From an optimization exercise on the open Yosys and OpenROAD flow, aimed at small area, a short achievable clock period and few clock cycles per item; shortcuts taken in it are not production practice. Where RTL was checked, it was by simulation tests only, not by an equivalence proof against the original. The RTL of runs 1 and 2 was laid out without a check of its function. Power figures rest on the tool's default switching activity, not on a simulated workload.

==> flow/design.v <==
package alu_pkg;
    localparam int data_w  = 32;
    localparam int shamt_w = 5;
    localparam int op_w    = 6;
    localparam int queue_depth = 4;
    localparam int out_credits = 3;
    localparam int cnt_w       = 3;
    localparam int qptr_w      = 2;
    typedef enum logic [op_w-1:0] {
        alu_add   = 6'h00,
        alu_addu  = 6'h01,
        alu_sub   = 6'h02,
        alu_subu  = 6'h03,
        alu_and   = 6'h04,
        alu_or    = 6'h05,
        alu_xor   = 6'h06,
        alu_nor   = 6'h07,
        alu_slt   = 6'h08,
        alu_sltu  = 6'h09,
        alu_lui   = 6'h0a,
        alu_sll   = 6'h10,
        alu_srl   = 6'h11,
        alu_sra   = 6'h12,
        alu_sllv  = 6'h14,
        alu_srlv  = 6'h15,
        alu_srav  = 6'h16,
        alu_rotr  = 6'h18,
        alu_rotrv = 6'h19,
        alu_ins   = 6'h20,
        alu_ext   = 6'h21
    } alu_op_e;
endpackage
`timescale 1ns/1ps
import alu_pkg::*;
module alu_shift_unit
(
    input  logic [data_w-1:0]   src,
    input  logic [shamt_w-1:0]  amount,
    input  logic                left,
    input  logic                rotate,
    input  logic                arith,
    output logic [data_w-1:0]   result
);
    logic [data_w-1:0] rev_src;
    logic [data_w-1:0] stage [shamt_w+1];
    logic              fill;
    always_comb begin
        for (int i = 0; i < data_w; i++) begin
            rev_src[i] = src[data_w-1-i];
        end
    end
    assign fill     = arith & src[data_w-1];
    assign stage[0] = left ? rev_src : src;
    for (genvar k = 0; k < shamt_w; k++) begin : g_stage
        for (genvar i = 0; i < data_w; i++) begin : g_bit
            if (i + (1 << k) < data_w) begin : g_in
                assign stage[k+1][i] = amount[k] ? stage[k][i + (1 << k)] : stage[k][i];
            end else begin : g_wrap
                assign stage[k+1][i] = amount[k] ?
                    (rotate ? stage[k][i + (1 << k) - data_w] : fill) : stage[k][i];
            end
        end
    end
    always_comb begin
        for (int i = 0; i < data_w; i++) begin
            result[i] = left ? stage[shamt_w][data_w-1-i] : stage[shamt_w][i];
        end
    end
endmodule
`timescale 1ns/1ps
import alu_pkg::*;
module alu_bitfield_unit
(
    input  logic                is_ins,
    input  logic [data_w-1:0]   b,
    input  logic [shamt_w-1:0]  lsb,
    input  logic [shamt_w-1:0]  msb,
    input  logic [data_w-1:0]   shifted,
    output logic [data_w-1:0]   result
);
    logic [data_w-1:0] low_mask;
    logic [data_w-1:0] high_mask;
    logic [data_w-1:0] field_mask;
    always_comb begin
        for (int i = 0; i < data_w; i++) begin
            low_mask[i]  = (i <= msb);
            high_mask[i] = (i >= lsb);
        end
    end
    assign field_mask = low_mask & high_mask;
    assign result = is_ins ? ((b & ~field_mask) | (shifted & field_mask))
                           : (shifted & low_mask);
endmodule
`timescale 1ns/1ps
import alu_pkg::*;
module alu_arith_unit
(
    input  logic                subtract,
    input  logic [data_w-1:0]   a,
    input  logic [data_w-1:0]   b,
    output logic [data_w-1:0]   sum,
    output logic                sum_ovf,
    output logic                lt_signed,
    output logic                lt_unsigned,
    output logic                great
);
    logic [data_w-1:0]   b_eff;
    logic [data_w:0]     full;
    assign b_eff   = subtract ? ~b : b;
    assign full    = {1'b0, a} + {1'b0, b_eff} + {{data_w{1'b0}}, subtract};
    assign sum     = full[data_w-1:0];
    assign sum_ovf = (a[data_w-1] == b_eff[data_w-1]) &&
                     (full[data_w-1] != a[data_w-1]);
    assign lt_signed   = full[data_w-1] ^ sum_ovf;
    assign lt_unsigned = ~full[data_w];
    assign great       = $signed(a) > $signed(b);
endmodule
`timescale 1ns/1ps
import alu_pkg::*;
module alu_core
(
    input  alu_pkg::alu_op_e    op,
    input  logic [data_w-1:0]   a,
    input  logic [data_w-1:0]   b,
    input  logic [shamt_w-1:0]  shamt,
    input  logic [shamt_w-1:0]  rd,
    output logic [data_w-1:0]   result,
    output logic                great,
    output logic                overflow
);
    logic [op_w-1:0]   code;
    logic              is_field;
    logic              is_shift;
    logic              is_ins;
    logic              is_cmp;
    logic              is_logic;
    logic              is_arith;
    logic              is_lui;
    logic              subtract;
    logic              variable;
    logic              left;
    logic              rotate;
    logic              arith_sh;
    logic [data_w-1:0] sum;
    logic              sum_ovf;
    logic              lt_signed;
    logic              lt_unsigned;
    logic [data_w-1:0] sh_src;
    logic [shamt_w-1:0] sh_amt;
    logic [data_w-1:0] shifted;
    logic [data_w-1:0] field_res;
    logic [data_w-1:0] logic_res;
    assign code     = op;
    assign is_field = code[5];
    assign is_ins   = code[5] & ~code[0];
    assign is_shift = ~code[5] & code[4];
    assign is_arith = ~code[5] & ~code[4] & ~code[3] & ~code[2];
    assign is_logic = ~code[5] & ~code[4] & ~code[3] &  code[2];
    assign is_cmp   = ~code[5] & ~code[4] &  code[3] & ~code[1];
    assign is_lui   = ~code[5] & ~code[4] &  code[3] &  code[1];
    assign subtract = code[1] | code[3];
    assign variable = ~code[5] & (code[2] | (code[3] & code[0]));
    assign left     = (code[5] & ~code[0]) | (~code[5] & ~code[3] & ~code[1] & ~code[0]);
    assign rotate   = ~code[5] & code[3];
    assign arith_sh = ~code[5] & ~code[3] & code[1];
    alu_arith_unit arith_i (
        .subtract    (subtract),
        .a           (a),
        .b           (b),
        .sum         (sum),
        .sum_ovf     (sum_ovf),
        .lt_signed   (lt_signed),
        .lt_unsigned (lt_unsigned),
        .great       (great)
    );
    assign sh_src = is_field ? a : b;
    assign sh_amt = variable ? a[shamt_w-1:0] : shamt;
    alu_shift_unit shift_i (
        .src    (sh_src),
        .amount (sh_amt),
        .left   (left),
        .rotate (rotate),
        .arith  (arith_sh),
        .result (shifted)
    );
    alu_bitfield_unit field_i (
        .is_ins  (is_ins),
        .b       (b),
        .lsb     (shamt),
        .msb     (rd),
        .shifted (shifted),
        .result  (field_res)
    );
    always_comb begin
        case (code[1:0])
            2'b00:   logic_res = a & b;
            2'b01:   logic_res = a | b;
            2'b10:   logic_res = a ^ b;
            default: logic_res = ~(a | b);
        endcase
    end
    assign result =
        ({data_w{is_arith}} & sum) |
        ({data_w{is_logic}} & logic_res) |
        ({data_w{is_shift}} & shifted) |
        ({data_w{is_field}} & field_res) |
        ({data_w{is_lui}}   & {b[15:0], 16'h0000}) |
        {{(data_w-1){1'b0}}, is_cmp & (code[0] ? lt_unsigned : lt_signed)};
    assign overflow = sum_ovf & is_arith & ~code[0];
endmodule
`timescale 1ns/1ps
import alu_pkg::*;
module alu_issue_queue
(
    input  logic                clk,
    input  logic                arst_n,
    input  logic                in_valid,
    output logic                in_credit,
    input  logic                out_credit,
    output logic                hold,
    output logic                out_valid
);
    logic              full;
    logic [cnt_w-2:0]  credits;
    assign out_valid = full & (credits != '0);
    assign hold      = ~in_valid;
    always_ff @(posedge clk or negedge arst_n) begin
        if (!arst_n) begin
            full      <= 1'b0;
            credits   <= (cnt_w-1)'(out_credits);
            in_credit <= 1'b0;
        end else begin
            full <= in_valid | (full & ~out_valid);
            case ({out_credit, out_valid})
                2'b10:   credits <= credits + (cnt_w-1)'(1);
                2'b01:   credits <= credits - (cnt_w-1)'(1);
                default: credits <= credits;
            endcase
            in_credit <= out_credit;
        end
    end
endmodule
`timescale 1ns/1ps
import alu_pkg::*;
module alu_exec_top
(
    input  logic                clk,
    input  logic                arst_n,
    input  logic                in_valid,
    input  alu_pkg::alu_op_e             in_op,
    input  logic [data_w-1:0]   in_a,
    input  logic [data_w-1:0]   in_b,
    input  logic [shamt_w-1:0]  in_shamt,
    input  logic [shamt_w-1:0]  in_rd,
    output logic                in_credit,
    output logic                out_valid,
    output logic [data_w-1:0]   out_result,
    output logic                out_zero,
    output logic                out_great,
    output logic                out_overflow,
    input  logic                out_credit
);
    logic                hold;
    logic [data_w-1:0]   next_result;
    logic                next_great;
    logic                next_overflow;
    alu_issue_queue ctrl_i (
        .clk        (clk),
        .arst_n     (arst_n),
        .in_valid   (in_valid),
        .in_credit  (in_credit),
        .out_credit (out_credit),
        .hold       (hold),
        .out_valid  (out_valid)
    );
    alu_core core_i (
        .op       (in_op),
        .a        (in_a),
        .b        (in_b),
        .shamt    (in_shamt),
        .rd       (in_rd),
        .result   (next_result),
        .great    (next_great),
        .overflow (next_overflow)
    );
    always_ff @(posedge clk) begin
        if (!hold) begin
            out_result   <= next_result;
            out_great    <= next_great;
            out_overflow <= next_overflow;
        end
    end
    assign out_zero = (out_result == '0);
endmodule
==> flow/run.sh <==
#!/bin/bash
# synth_recipe.tcl (not shown) runs the flow's synth.tcl, then flattens the netlist and writes it again
# the make line also repeats each setting of config.mk as NAME=value (left out here)
make -C /OpenROAD-flow-scripts/flow DESIGN_CONFIG=/design/flow/config.mk WORK_HOME=/design/flow/orfs CLKGATE_MAP_FILE= SYNTH_SCRIPT=/design/flow/synth_recipe.tcl finish
==> flow/config.mk <==
export PLATFORM = sky130hd
export DESIGN_NAME = alu_exec_top
export DESIGN_NICKNAME = alu_exec_top
export VERILOG_FILES = /design/flow/design.v
export SDC_FILE = /design/flow/constraint.sdc
export NUM_CORES = 4
export LEC_CHECK = 0
export ABC_AREA = 1
export CAP_MARGIN = 20
export CORE_MARGIN = 2
export CORE_UTILIZATION = 60
export SETUP_SLACK_MARGIN = 2.5
export SLEW_MARGIN = 20
==> flow/constraint.sdc <==
create_clock -name core_clock -period 7.0 [get_ports {clk}]
set_input_delay 1.4000 -clock core_clock [delete_from_list [all_inputs] [get_ports {clk}]]
set_output_delay 1.4000 -clock core_clock [all_outputs]
set_load 0.01 [all_outputs]
==> summary.txt, run 1 <==
Run status - no timing/DRC/antenna violations
Port Buf Inserts - 120
DRC errors left - 0
Sw Ratio - 51.7%
Number of global-route vias before repair - 13,453
Clk buf depth - 2
Die Area - 19,900 um^2
Max Cap Viol - 0
Router iterations before antenna repair - 10
Post-Syn Area - 11,300 um^2
Final hold violation count - 0
Slew margin rel. - 23.1%
Sequential fraction of the synthesis area - 9.97%
All-layer global routing usage - 50.9%
Mapped Cells - 1,957
Count of different cell masters after synthesis - 55
Syn_area_per_cell - 5.76 um^2
Fillers - 1,754
Reg2reg start - ctrl_i.credits[0]
Max Fclk - 222 MHz
Tightest Pin Transition - 1150 ps
Yosys warning count - 6
Max-slew violation count - 0
Antenna violations before repair - 0
CTS tree - yes
DRT Wirelength - 52,900 um
Synth Flop Type - edfxtp_1
CTS Hold Bufs - 0
GRT overflow - 0
Number of synthesized flops with an enable pin - 34
Most common cell after layout, fill and taps aside - nand2_1
Routability cong. - 1.19
Seq pwr share - 17.1%
Vias - 15,308
Initial Util - 60.6%
R2R depth - 6
Pleak - 6.38 nW
Num CTS Buffers - 5
WS Path Type - in2reg
Power per cell area - 149 nW/um^2
Share of cells above drive strength 1 - 4.16%
Max rail drop VDD - 0.0948 mV
R2r setup slk - 5400 ps
Post-layout util - 68.8%
Tcrit/Tclk final - 64.2%
Final worst path period need - 4490 ps
# H-tree levels - 2
Most frequent cells in the layout - 584 x nand2_1, 362 x nand3_1, 195 x inv_1
Worst setup EP type - flip-flop
Ant. Diodes - 0
Worst skew pair latency - 290 ps
Async S/R FF share, synth - 10.5%
Flops & latches, synth - 38
Hold path endpoint - ctrl_i.credits[0]
Antenna viol nets, final - 0
DRT iter0 DRCs - 3,158
Int Power - 0.917 mW
Synthesized Nets - 2,173
Psw - 0.982 mW
Layout area overhead - 13.4%
Combinational power share - 66.2%
DP HPWL - 41,300 um
Sinks on Clock Net - 38
Tot Pwr - 1.90 mW
Clk slew on worst S/H paths - 70 ps
Routed length per instance - 23.5 um
WP data arrival - 4500 ps
WHS - 507 ps
Startpoint Class - input port
CP max FO - 5
Clock network power share - 16.7%
Die W - 141 um
Rows - 50
Final setup viols - 0
Post-layout nets - 2,232
HP Start - ctrl_i.credits[0]
Required @ worst endpoint - 7010 ps
RSZ-0062 raised after global routing - yes
# IOs - 121
Hold Path Depth - 1
Clk_skew - 0.121 ps
Largest net degree at the start of global routing - 73
Root Driver - clkbuf_16
Post-DR vias/cell - 6.80
Hold crit path type - reg2reg
Setup tns final - 0 ps
Die Y - 141 um
Worst R2R End - ctrl_i.credits[1]
Core area - 18,600 um^2
First-pass GRT wire length - 77,600 um
[critical path, cell delays in order]
cell and delay [ps]:
clkdlybuf4s50_1 600, inv_1 180, xor2_1 210, ha_1 370, a21oi_1 330, o21ai_0 120, a21oi_1 150, nand3_1 180
nand2_1 120, nand2_1 80, nand3_1 100, nand2_1 80, o21ai_0 350, nand3_1 230
[flip-flops by register name, indices dropped and copies added, names as in the netlist]
signal	flops
ctrl_i.credits	2
ctrl_i.full	1
ctrl_i.in_credit	1
out_great	1
out_overflow	1
out_result	32
[area by class of cell]
class	instances	area [um^2]	share of cell area, %
Clock buffer	5	125	0.979
Sequential cell	38	1120	8.79
Inverter	205	772	6.04
Tap cell	234	293	2.29
Timing Repair Buffer	142	1380	10.8
Clock inverter	3	68.8	0.538
Multi-Input combinational cell	1624	9020	70.6
[stage by stage]
step / setup slack (ps) / instance area (um^2) / cells
floorplan: 2860 / 11300 / 1957
global placement: 1560 / 12400 / 2232
detailed placement: 1550 / 12400 / 2232
CTS: 2470 / 12700 / 2248
global route: 2470 / 12800 / 2251
finish: 2510 / 12800 / 2251
[metal layers]
metal  wire length (um)  vias to the layer above  global-route usage (%)
li1                   -                     6819                       -
met1              18200                     6771                    62.5
met3               8350                      339                    17.4
met5                 37                        -                       0
met4               4930                        2                    33.5
met2              21400                     1377                    75.5
[cell families after synthesis]
logic type	after synthesis	synth area share, %
DFF	38	9.97
buffers and inverters	296	10.7
and+or+nand+nor	1102	42.4
adders and majority gates	132	14.7
AOI/OAI and AO/OA	351	19.2
xor gates and xnor gates	38	2.95
[Yosys cell counts (12+ instances only)]
master,n,area [um^2]
a221oi_1,32,280
ha_1,131,1640
nor3_1,12,60.1
nand3_1,362,1810
o22ai_1,43,269
nand2_1,584,2190
buf_2,29,145
clkbuf_1,40,150
a21oi_1,95,475
o211ai_1,19,143
xor2_1,35,307
a31oi_1,13,81.3
o21ai_0,91,455
nor4_1,19,119
edfxtp_1,34,1020
inv_1,196,736
nor2_1,91,342
[power by group through the flow]
stage / sequential, mW / combinational [mW] / clock, mW
finish: 0.324 / 1.26 / 0.318
floorplan: 0.335 / 0.746 / 0
global route: 0.327 / 1.34 / 0.321
global placement: 0.326 / 1.15 / 0
CTS: 0.323 / 1.18 / 0.313
detailed placement: 0.328 / 1.17 / 0
[worst max path at each step]
stage,from,end,slack (ps)
after floorplan,in_op[1],out_result[16],2860
after global placement,in_op[1],out_result[26],1560
after detailed placement,in_op[1],out_result[26],1550
after CTS,in_op[1],out_result[26],2470
after global routing,in_op[2],out_result[29],2470
final,in_b[13],out_result[28],2510
[repair_timing]
action	4_1_cts	5_1_grt
setup endpoints to repair	33	33
gates cloned	1	0
gates resized for setup	10	20
pin swaps	1	2
buffers inserted	7	3
==> run 2, diff against run 1 <==
--- a/flow/config.mk
+++ b/flow/config.mk
@@ -9,5 +9,4 @@
 export CAP_MARGIN = 20
 export CORE_MARGIN = 2
 export CORE_UTILIZATION = 60
-export SETUP_SLACK_MARGIN = 2.5
 export SLEW_MARGIN = 20
==> run 2 against run 1 <==
Largest power group unchanged. Wire length shrank 1.8%. Worst hold slack is essentially flat. Core utilization shrank 0.92 points. Sequential share of layout area grew 0.12 points.
==> summary.txt, run 2 <==
Run status - no timing/DRC/antenna violations
Layout area overhead - 11.9%
Setup crit start - in_op[1]
Biggest register - out_result
Max Cap Viol - 0
Sinks on Clock Net - 38
Synth top area share - 19.5%
Crit path capture - out_result[26]
Mux share of post-synthesis cell area - 0%
Yosys warning count - 6
Clk buf depth - 2
Num CTS Buffers - 5
CTS tree - yes
Top cells by count, synth - 584 x nand2_1, 362 x nand3_1, 196 x inv_1
R2r setup slk - 5400 ps
XOR/XNOR Fraction of Synth Area - 2.95%
Synth Area in Compound Gates - 19.2%
First-pass GRT wire length - 76,800 um
Reg2reg start - ctrl_i.credits[0]
Number of global-route vias before repair - 13,355
Tcrit/Tclk final - 76.2%
Clk_skew - 0.0301 ps
Synth Flop Type - edfxtp_1
Antenna violations before repair - 0
Core area - 18,600 um^2
Routed length per instance - 23.2 um
Biggest regs - out_result x32, ctrl_i.credits x2
Router iterations before antenna repair - 10
Cell mode on critical path - nand2_1
Required @ worst endpoint - 7020 ps
Slowest stage delay, CP - 770 ps
Synth Area in Adders - 14.7%
Mapped Cells - 1,957
Max-slew violation count - 0
Count of different cell masters after synthesis - 55
Cell taking the most area after synthesis - nand2_1
Cell Chain, Critical Path - clkdlybuf4s50_1, nor2_8, o21ai_1, inv_1, fa_1, inv_1, nand2_1, a21oi_1, a21boi_0, o221ai_1, nand2_1, nand2_1, a21oi_1, o21ai_0, nand3_1
Post CTS Setup Buffer Count - 0
Final worst path period need - 5330 ps
Power per cell area - 149 nW/um^2
Post-layout nets - 2,221
Sw Ratio - 51.6%
Combinational power share - 65.8%
Worst skew pair latency - 290 ps
Clk slew on worst S/H paths - 70 ps
Ant. Diodes - 0
Die Y - 141 um
Hold crit path type - reg2reg
All-layer global routing usage - 50.4%
Vias - 15,214
CP max stage cell - clkdlybuf4s50_1
GRT overflow - 0
Final setup viols - 0
Synthesized Nets - 2,173
Post-Syn Area - 11,300 um^2
Die Area - 19,900 um^2
Dominant cells by area after synthesis - nand2_1 19%, nand3_1 16%, ha_1 15%
CTS Hold Bufs - 0
WS Path Type - in2reg
DRT iter0 DRCs - 3,185
Post-layout util - 67.9%
Post-CTS Resized - 0
Clock network power share - 17.0%
Max Fclk - 188 MHz
CP max FO - 34
Largest family of logic cells by synthesized area - simple AND/OR/NAND/NOR gates
Hold Path Depth - 1
Port Buf Inserts - 120
Largest register FFs - 32
Most common cell after layout, fill and taps aside - nand2_1
Psw - 0.968 mW
Most frequent cells in the layout - 584 x nand2_1, 362 x nand3_1, 196 x inv_1
Sequential fraction of the synthesis area - 9.97%
DP HPWL - 41,300 um
Post-DR vias/cell - 6.79
Int Power - 0.909 mW
Initial Util - 60.6%
Seq pwr share - 17.3%
Routability cong. - 1.19
# IOs - 121
Worst setup EP type - flip-flop
DRC errors left - 0
Tightest Pin Transition - 1120 ps
DRT Wirelength - 52,000 um
Largest net degree at the start of global routing - 73
# H-tree levels - 2
Async S/R FF share, synth - 10.5%
Most numerous cell in the Yosys netlist - nand2_1
Antenna viol nets, final - 0
Setup tns final - 0 ps
Number of synthesized flops with an enable pin - 34
Post-Synth Simple-Gate Area - 42.4%
Startpoint Class - input port
Slew margin rel. - 24.2%
Syn_area_per_cell - 5.76 um^2
Root Driver - clkbuf_16
Pleak - 6.29 nW
Rows - 50
WP data arrival - 5350 ps
Die W - 141 um
Max rail drop VDD - 0.0931 mV
RSZ-0062 raised after global routing - no
Worst R2R End - ctrl_i.credits[1]
Flops & latches, synth - 38
Share of cells above drive strength 1 - 2.99%
R2R depth - 6
Final hold violation count - 0
## run 2: cell count changes in the layout (fill, tap and decap cells not counted), sizes merged
cell           before  now
nor2               94   93
clkdlybuf4s50     114  119
clkbuf              8    5
buf                23   13
dlymetal6s2s        2    0
## run 2: kinds of logic (layout without fill, tap and decap cells)
kind of cell | after synthesis | count (layout)
AOI/OAI and AO/OA | 351 | 351
xor gates and xnor gates | 38 | 38
adders and majority gates | 132 | 132
buffers and inverters | 296 | 345
DFF | 38 | 38
and+or+nand+nor | 1102 | 1102
## run 2: metal layers
layer | vias up | global-route usage (%) | wire length (um)
li1 | 6797 | - | -
met1 | 6743 | 62.2 | 18000
met4 | 0 | 33.9 | 4780
met3 | 306 | 16.9 | 8260
met2 | 1368 | 74.5 | 20900
met5 | - | 0 | 0
## run 2: layout make-up
class | count | area (um^2)
timing repair buffer | 132 | 1290
inverter | 205 | 772
clock inverter | 3 | 68.8
multi-input combinational | 1623 | 8940
sequential | 38 | 1120
fill | 1798 | 5970
clock buffer | 5 | 125
tap | 234 | 293
## run 2: worst min-delay path by stage
stage | endpoint | start | slack [ps]
2_1_floorplan | ctrl_i.credits[0] | ctrl_i.credits[0] | 480
3_3_place_gp | ctrl_i.credits[0] | ctrl_i.credits[0] | 490
3_5_place_dp | ctrl_i.credits[0] | ctrl_i.credits[0] | 500
4_1_cts | ctrl_i.credits[0] | ctrl_i.credits[0] | 510
5_1_grt | ctrl_i.credits[0] | ctrl_i.credits[0] | 520
6_report | ctrl_i.credits[0] | ctrl_i.credits[0] | 510
## run 2: stage by stage
| stage | power (mW) | setup WS [ps] | cell area (um^2) | cells | hold WS, ps |
|---|---|---|---|---|---|
| 2_1_floorplan | 1.08 | 2860 | 11300 | 1957 | 482 |
| 3_3_place_gp | 1.48 | 1560 | 12400 | 2232 | 491 |
| 3_5_place_dp | 1.49 | 1550 | 12400 | 2232 | 497 |
| 4_1_cts | 1.81 | 1860 | 12600 | 2240 | 506 |
| 5_1_grt | 1.97 | 1530 | 12600 | 2240 | 517 |
| 6_report | 1.88 | 1670 | 12600 | 2240 | 507 |
## run 2: power groups by stage
stage          Clock, mW  Sequential [mW]  Combinational [mW]
5_1_grt            0.322            0.327                1.32
2_1_floorplan          0            0.335               0.746
3_3_place_gp           0            0.326                1.15
3_5_place_dp           0            0.328                1.17
4_1_cts            0.313            0.323                1.17
6_report           0.318            0.324                1.23
## run 2: critical path: cells and delay by family
kind	cells	cell delay [ps]
AO/OA/AOI/OAI	6	1870
buffers and inverters	3	1000
AND/OR/NAND/NOR	5	630
adder cells (fa/ha/maj)	1	430
==> run 3, diff against run 2 <==
--- a/flow/design.v
+++ b/flow/design.v
@@ -111,8 +111,8 @@
     assign sum     = full[data_w-1:0];
     assign sum_ovf = (a[data_w-1] == b_eff[data_w-1]) &&
                      (full[data_w-1] != a[data_w-1]);
-    assign lt_signed   = full[data_w-1] ^ sum_ovf;
-    assign lt_unsigned = ~full[data_w];
+    assign lt_signed   = $signed(a) < $signed(b);
+    assign lt_unsigned = a < b;
     assign great       = $signed(a) > $signed(b);
 endmodule
 `timescale 1ns/1ps
--- a/flow/config.mk
+++ b/flow/config.mk
@@ -5,8 +5,7 @@
 export SDC_FILE = /design/flow/constraint.sdc
 export NUM_CORES = 4
 export LEC_CHECK = 0
-export ABC_AREA = 1
 export CAP_MARGIN = 20
 export CORE_MARGIN = 2
-export CORE_UTILIZATION = 60
+export CORE_UTILIZATION = 40
 export SLEW_MARGIN = 20
==> run 3 against run 2 <==
Wire length rose by 18%. Largest power group unchanged. Still clean. Total power grew 9.0%. Clock power fell by 4%.
==> summary.txt, run 3 <==
Run status - no timing/DRC/antenna violations
First-pass GRT wire length - 88,400 um
Layout area overhead - 14.8%
Clk buf depth - 2
Synth Flop Type - edfxtp_1
Final hold violation count - 0
WP buf/inv - 2
CP max stage cell - clkdlybuf4s50_1
Top cells by count, synth - 137 x o21ai_0, 131 x ha_1, 128 x nand2_1
Count of different cell masters after synthesis - 92
CTS Hold Bufs - 0
Startpoint Class - input port
Antenna viol nets, final - 0
Post CTS Setup Buffer Count - 0
Max-slew violation count - 0
Tightest Pin Transition - 1050 ps
Hold crit path type - reg2reg
Flops & latches, synth - 38
Max rail drop VDD - 0.0865 mV
All-layer global routing usage - 39.2%
Max Fclk - 165 MHz
Psw - 1.01 mW
Combinational power share - 69.1%
Mapped Cells - 1,582
Router iterations before antenna repair - 5
XOR/XNOR Fraction of Synth Area - 4.79%
Post-Synth Simple-Gate Area - 17.7%
Most frequent cells in the layout - 137 x o21ai_0, 131 x ha_1, 128 x nand2_1
Cell Chain, Critical Path - clkdlybuf4s50_1, nor2_4, buf_4, xnor2_1, ha_1, o211ai_1, nor2_1, o21ai_0, o31ai_1, o21ai_0, a31oi_1, xor2_1, a221oi_1, o21ai_1
Core area - 28,800 um^2
Int Power - 1.03 mW
Rows - 62
Biggest regs - out_result x32, ctrl_i.credits x2
Max Cap Viol - 0
Pleak - 5.50 nW
Root Driver - clkbuf_16
Sequential fraction of the synthesis area - 9.61%
Stages on the worst setup path - 14
Post-layout nets - 1,860
Async S/R FF share, synth - 10.5%
Antenna violations before repair - 1
DRT iter0 DRCs - 2,101
WP data arrival - 6070 ps
Mux share of post-synthesis cell area - 13.6%
Dominant cells by area after synthesis - ha_1 14%, mux2i_1 8.9%, edfxtp_1 8.7%
Die Area - 30,600 um^2
CTS tree - yes
Initial Util - 40.6%
Worst setup EP type - flip-flop
Share of cells above drive strength 1 - 8.33%
Syn_area_per_cell - 7.39 um^2
Final Non-Filler Cells - 2,031
GRT overflow - 0
Sinks on Clock Net - 38
Die W - 175 um
DP HPWL - 49,400 um
Synth Area in Compound Gates - 32.5%
Sw Ratio - 49.5%
Biggest register - out_result
Final setup viols - 0
Clk slew on worst S/H paths - 60 ps
Num CTS Buffers - 5
Final worst path period need - 6070 ps
Most common cell after layout, fill and taps aside - o21ai_0
R2R depth - 5
Synthesized Nets - 1,798
Synth top area share - 14.0%
RSZ-0062 raised after global routing - no
DRC errors left - 0
Number of synthesized flops with an enable pin - 34
Largest family of logic cells by synthesized area - compound AO/OA/AOI/OAI gates
Routability cong. - 1.02
Hold Path Depth - 1
Vias - 13,742
Number of global-route vias before repair - 12,634
Clk_skew - 0.0869 ps
# IOs - 121
Die Y - 175 um
Most numerous cell in the Yosys netlist - o21ai_0
Slew margin rel. - 29.6%
Slowest stage delay, CP - 680 ps
WS Path Type - in2reg
Largest register FFs - 32
Cell taking the most area after synthesis - ha_1
Routed length per instance - 30.3 um
Yosys warning count - 6
CP max FO - 24
Delay-heaviest family, CP - compound AO/OA/AOI/OAI gates
Port Buf Inserts - 120
Clock network power share - 14.9%
Required @ worst endpoint - 6990 ps
Placed cells - 2,021
# H-tree levels - 2
Tcrit/Tclk final - 86.8%
Post-Syn Area - 11,700 um^2
Largest net degree at the start of global routing - 53
Cell mode on critical path - o21ai_0
Post-DR vias/cell - 6.77
Power per cell area - 152 nW/um^2
Synth Area in Adders - 14.2%
Worst skew pair latency - 280 ps
Post-CTS Resized - 0
Setup tns final - 0 ps
Seq pwr share - 15.9%
DRT Wirelength - 61,500 um
==> run 3: cell types whose count changed in the layout (fill, tap and decap cells not counted), moves of 19 or more <==
cell	before	now
xnor2_1	3	51
nor2_1	90	114
xor2_1	35	13
mux2_2	0	29
nor3_1	12	31
nand2_1	584	128
o22ai_1	43	19
mux2i_1	0	103
inv_1	196	95
nand3_1	362	57
a21oi_1	95	118
o21ai_0	91	137
buf_4	12	47
==> run 3: worst paths after layout <==
kind                       slack [ps]                 to              start
min in group asynchronous        1310   ctrl_i.in_credit             arst_n
min                               470        ctrl_i.full        ctrl_i.full
min reg2reg                       470        ctrl_i.full        ctrl_i.full
max reg2reg                      5590  ctrl_i.credits[1]  ctrl_i.credits[0]
max                               930     out_result[28]           in_op[3]
max in group asynchronous        5460  ctrl_i.credits[0]             arst_n
==> run 3: layout make-up <==
| type | instances | area [um^2] |
|---|---|---|
| inverters | 97 | 364 |
| repair buffers | 166 | 1540 |
| multi-input cells | 1336 | 9710 |
| diodes | 2 | 5.00 |
| fillers | 2970 | 15400 |
| clock buffers | 6 | 139 |
| clock inverters | 2 | 60.1 |
| well taps | 384 | 480 |
| flip-flops and latches | 38 | 1120 |
==> run 3: layer usage <==
layer | GRT usage (%) | part of all wire (%) | vias to the layer above
li1 | - | - | 6071
met1 | 56.4 | 44 | 6661
met2 | 57.2 | 41 | 874
met3 | 8.20 | 11 | 134
met4 | 14.3 | 4.4 | 2
met5 | 0 | 0.018 | -
==> run 3: through the flow <==
stage / utilization (%) / hold WS (ps) / power, mW / instance area, um^2 / setup slack [ps]
after floorplan: - / 441 / 1.14 / 11700 / 1550
after global placement: 45.9 / 451 / 1.69 / 13200 / 853
after detailed placement: 45.9 / 466 / 1.69 / 13200 / 831
after CTS: 46.6 / 478 / 2.00 / 13400 / 1130
after global routing: 46.6 / 489 / 2.13 / 13400 / 577
final: 46.6 / 474 / 2.05 / 13400 / 925
==> run 3: worst reg2reg max path: cells and delay by family (launching register included) <==
kind	cells	cell delay [ps]
xor gates and xnor gates	1	170
adders and majority gates	1	270
DFF	1	550
and+or+nand+nor	3	350
==> run 3: power by group through the flow <==
stage                     combinational (mW)  clock, mW  sequential, mW
after floorplan                        0.803          0           0.341
after global placement                  1.36          0           0.331
after detailed placement                1.36          0           0.331
after CTS                               1.36      0.308           0.327
after global routing                    1.49      0.314           0.332
final                                   1.41      0.305           0.326
==> run 3: cell families after synthesis <==
group,Yosys count
flip-flops,38
XOR/XNOR,64
AND/OR/NAND/NOR,438
buffers and inverters,208
multiplexers,143
AO/OA/AOI/OAI,559
adder cells (fa/ha/maj),132
Testbench counts of run 3, summed over its fixed seeds: cycles 9,608, items 9,600.

## afterwards: timing with drivers on the ports
The flow's constraints put no driver on any port. The routed layouts listed below were extracted and timed again, unchanged, in two steps.
Step 1, drivers: a clkbuf_16 drives clk and a buf_2 each remaining input, both assumed.
Step 2 adds t to the input delays and takes it off the output delays; t is the mean of the earliest and latest rising clock arrival at the registers after step 1. Input paths then give back, and output paths get back, about the clock's delay inside the block.
Slacks: ideal ports / drivers / drivers and shift; pairs: ideal ports / drivers.
| run | shift t [ns] | setup slack, ns | worst setup path after step 2 | worst register clock-pin slew, ns | cell pins on the clock port's net |
|---|---|---|---|---|---|
| run 1 | 0.334 | 2.505 / 2.516 / 2.182 | input to register | 0.07 / 0.07 | 1 |
| run 2 | 0.333 | 1.669 / 1.661 / 1.328 | input to register | 0.07 / 0.07 | 1 |
| run 3 | 0.321 | 0.925 / 0.935 / 0.614 | input to register | 0.06 / 0.06 | 1 |
After both steps setup and hold are still met in every run listed. The setup slack of run 2, which loses most, moves by -0.008 ns with the drivers and by -0.341 ns with both steps.
